Source: an optimization exercise on an open RTL-to-GDS flow (aim: small area and a short achievable clock period). Production flows keep margins and buffers that such runs may drop.
The RTL was checked by simulation tests, not by an equivalence proof against the original design.
Power figures rest on the tool's default switching activity, not on a simulated workload.

Setup of the previous run:
==> flow/design.v <==
`default_nettype none
module neander_mem_resp #(
    parameter int WAIT_CYCLES = 1,
    parameter int DATA_W      = 8
) (
    input  logic              clock,
    input  logic              RESET,
    input  logic [7:0]        endM,
    input  logic [DATA_W-1:0] dataIN,
    input  logic              read,
    input  logic              write,
    output logic [DATA_W-1:0] dataOUT,
    output logic              ready,
    input  logic              ld_we,
    input  logic [7:0]        ld_addr,
    input  logic [DATA_W-1:0] ld_data,
    output logic [DATA_W-1:0] io_out,
    output logic              ld_rdy
);
    localparam int NWORDS = 255;
    localparam int NGRP   = 16;           
    localparam int GW     = 256 / NGRP;   
    logic              r_idle, r_s1, r_s2, r_s3;
    logic [15:0]       r_hi;              
    logic [15:0]       r_lo [2];          
    logic              r_iohit;           
    logic [DATA_W-1:0] r_data;
    logic              r_op_wr;
    logic              r_ldrdy;           
    logic [15:0]       r_whi;             
    logic [15:0]       r_wlo;             
    logic [DATA_W-1:0] r_dout;
    logic [DATA_W-1:0] r_rd [NGRP];
    logic [DATA_W-1:0] r_io;
    logic [DATA_W-1:0] r_mem [NWORDS];
    logic              w_accept;
    logic              w_io_hit;
    logic [7:0]        w_addr;
    logic              w_ld_take;
    logic              w_cpu_wr;
    logic [DATA_W-1:0] w_grp [NGRP];
    logic [DATA_W-1:0] w_rd_word;
    assign w_accept = r_idle && !ld_we && (read || write);
    assign w_io_hit = r_iohit;
    assign w_addr   = ld_we ? ld_addr : endM;
    assign w_ld_take = r_idle && ld_we;
    assign w_cpu_wr  = r_s2 && r_op_wr;
    always_comb begin
        for (int g = 0; g < NGRP; g++) begin
            w_grp[g] = '0;
            for (int i = 0; i < GW; i++) begin
                if (g * GW + i < NWORDS) begin
                    w_grp[g] = w_grp[g] | ({DATA_W{r_lo[g / 8][i]}} & r_mem[g * GW + i]);
                end
            end
        end
    end
    always_comb begin
        w_rd_word = '0;
        for (int g = 0; g < NGRP; g++) begin
            if (r_hi[g * (16 / NGRP) +: (16 / NGRP)] != '0) begin
                w_rd_word = w_rd_word | r_rd[g];
            end
        end
    end
    always_ff @(posedge clock) begin
        for (int w = 0; w < NWORDS; w++) begin
            if (r_whi[w / 16] && r_wlo[w % 16]) begin
                r_mem[w] <= r_data;
            end
        end
    end
    always_ff @(posedge clock) begin
        if (r_idle) begin
            r_data  <= ld_we ? ld_data : dataIN;
            r_op_wr <= write;
        end
    end
    always_ff @(posedge clock) begin
        for (int g = 0; g < NGRP; g++) begin
            r_rd[g] <= w_grp[g];
        end
    end
    always_ff @(posedge clock) begin
        if (RESET) begin
            r_idle    <= 1'b1;
            r_s1      <= 1'b0;
            r_s2      <= 1'b0;
            r_s3      <= 1'b0;
            r_ldrdy   <= 1'b1;
            r_whi     <= '0;
            r_wlo     <= '0;
            r_hi      <= '0;
            r_lo[0]   <= '0;
            r_lo[1]   <= '0;
            r_iohit   <= 1'b0;
            r_dout    <= '0;
            r_io      <= '0;
        end else begin
            r_idle    <= (r_idle && !w_accept) || r_s3;
            r_s1      <= w_accept;
            r_s2      <= r_s1;
            r_s3      <= r_s2;
            r_ldrdy   <= !(w_accept || r_s1 || r_s2);
            for (int i = 0; i < 16; i++) begin
                r_whi[i] <= (w_ld_take && (ld_addr[7:4] == 4'(i))) || (w_cpu_wr && r_hi[i]);
                r_wlo[i] <= (w_ld_take && (ld_addr[3:0] == 4'(i))) ||
                            (w_cpu_wr && (r_lo[0][i] || r_lo[1][i]));
            end
            if (r_idle) begin
                for (int i = 0; i < 16; i++) begin
                    r_hi[i]    <= (w_addr[7:4] == 4'(i));
                    r_lo[0][i] <= !w_addr[7] && (w_addr[3:0] == 4'(i));
                    r_lo[1][i] <=  w_addr[7] && (w_addr[3:0] == 4'(i));
                end
                r_iohit <= (w_addr == 8'hFF);
            end
            if (r_s2) begin
                if (!r_op_wr) begin
                    r_dout <= w_io_hit ? r_io : w_rd_word;
                end else if (w_io_hit) begin
                    r_io <= r_data;
                end
            end
        end
    end
    assign dataOUT = r_dout;
    assign ready   = r_s3;
    assign ld_rdy  = r_ldrdy;
    assign io_out  = r_io;
endmodule
`default_nettype wire
clock: 4.4 ns
lec_check: 0
abc_clock_period_in_ps: 1800
cap_margin: 20
core_margin: 2
core_utilization: 60
cts_cluster_diameter: 100
cts_cluster_size: 24
setup_slack_margin: 2.2
slew_margin: 20
standard.sh (not shown) runs the stock make flow with config.mk's settings and CLKGATE_MAP_FILE= SYNTH_SCRIPT=/design/flow/synth_recipe.tcl, a recipe that flattens the netlist after the stock synthesis.
==> flow/flow/run.sh <==
#!/bin/bash
# The standard layout, with one change: the port buffers that buffer_ports
# inserts on every input and output are buf_4 cells rather than the delay-cell
# buffers it picks by default. Everything else (synthesis, floorplan, power
# grid, placement, CTS, routing) is standard.sh unchanged.
set -euo pipefail
export BUFFER_PORTS_ARGS="-buffer_cell sky130_fd_sc_hd__buf_4"
bash standard.sh finish > standard_finish.log 2>&1
Completing all stages was not enough for the previous run: its layout failed the final checks because of antenna violations.
What the current run does differently from the previous run at the input level:
-- flow/design.v --
<<< the previous run, line 28
    logic              r_op_wr;
    logic              r_ldrdy;           
    logic [15:0]       r_whi;             
    logic [15:0]       r_wlo;             
    logic [DATA_W-1:0] r_dout;
    logic [DATA_W-1:0] r_rd [NGRP];
>>> the current run, line 28
    logic              r_op_wr;
    logic              r_ldrdy;           
    logic [15:0]       r_whi_n;           
    logic [15:0]       r_wlo_n;           
    logic [DATA_W-1:0] r_dout;
    logic [DATA_W-1:0] r_rd [NGRP];
<<< the previous run, line 66
    always_ff @(posedge clock) begin
        for (int w = 0; w < NWORDS; w++) begin
            if (r_whi[w / 16] && r_wlo[w % 16]) begin
                r_mem[w] <= r_data;
            end
>>> the current run, line 66
    always_ff @(posedge clock) begin
        for (int w = 0; w < NWORDS; w++) begin
            if (!(r_whi_n[w / 16] || r_wlo_n[w % 16])) begin
                r_mem[w] <= r_data;
            end
<<< the previous run, line 89
            r_s3      <= 1'b0;
            r_ldrdy   <= 1'b1;
            r_whi     <= '0;
            r_wlo     <= '0;
            r_hi      <= '0;
            r_lo[0]   <= '0;
>>> the current run, line 89
            r_s3      <= 1'b0;
            r_ldrdy   <= 1'b1;
            r_whi_n   <= '1;
            r_wlo_n   <= '1;
            r_hi      <= '0;
            r_lo[0]   <= '0;
<<< the previous run, line 104
            r_ldrdy   <= !(w_accept || r_s1 || r_s2);
            for (int i = 0; i < 16; i++) begin
                r_whi[i] <= (w_ld_take && (ld_addr[7:4] == 4'(i))) || (w_cpu_wr && r_hi[i]);
                r_wlo[i] <= (w_ld_take && (ld_addr[3:0] == 4'(i))) ||
                            (w_cpu_wr && (r_lo[0][i] || r_lo[1][i]));
            end
            if (r_idle) begin
>>> the current run, line 104
            r_ldrdy   <= !(w_accept || r_s1 || r_s2);
            for (int i = 0; i < 16; i++) begin
                r_whi_n[i] <= !((w_ld_take && (ld_addr[7:4] == 4'(i))) || (w_cpu_wr && r_hi[i]));
                r_wlo_n[i] <= !((w_ld_take && (ld_addr[3:0] == 4'(i))) ||
                                (w_cpu_wr && (r_lo[0][i] || r_lo[1][i])));
            end
            if (r_idle) begin
==> run summary <==
[the previous run] flow finished | final checks: failed | reasons: antenna violations
Per the final summary, the current run finished and its layout is clean on timing, DRC and antenna.
From the current run to the previous run, number of setup violations in the final report did not move at all.
Changes observed in the current run relative to the previous run: floorplan die width essentially unchanged; clock network fraction of total power level; well-tap cell count shows a reduction of 0.73%.
Shortest clock period the worst path allows after layout (the current run over the previous run): increase, 0.0095 ns
Side by side, overall power after layout turned out lower in the current run than in the previous run.
Between the previous run and the current run, the difference in relative contribution of combinational cells to total power is negligible.
Wire: the current run routes more than the previous run
Of the previous run and the current run, the current run shows the lower critical path depth, with the previous run above it.

## re-timing with driven ports
The results above use ideal ports. As a check the final layouts listed here were re-extracted and re-timed, cells and wires unchanged.
Step 1 sets driving cells, clkbuf_16 on the clock port and buf_2 on the other inputs (assumed; they add their load-dependent delay and slew).
Step 2 adds t to the input delays and takes it off the output delays; t is the mean of the earliest and latest rising clock arrival at the registers after step 1. Input paths then give back, and output paths get back, about the clock's delay inside the block.
a / b / c = ideal / step 1 / step 2; a / b = the first two.
| run | t, ns | slack for setup (ns) | hold WS [ns] |
|---|---|---|---|
| the previous run | 0.825 | 2.201 / 2.144 / 1.749 | 0.310 / 0.381 / 0.471 |
| the current run | 0.841 | 2.191 / 2.141 / 1.889 | 0.348 / 0.298 / 0.443 |
For the previous run, which loses most, drivers alone change the setup slack by -0.057 ns; drivers and shift together by -0.452 ns.
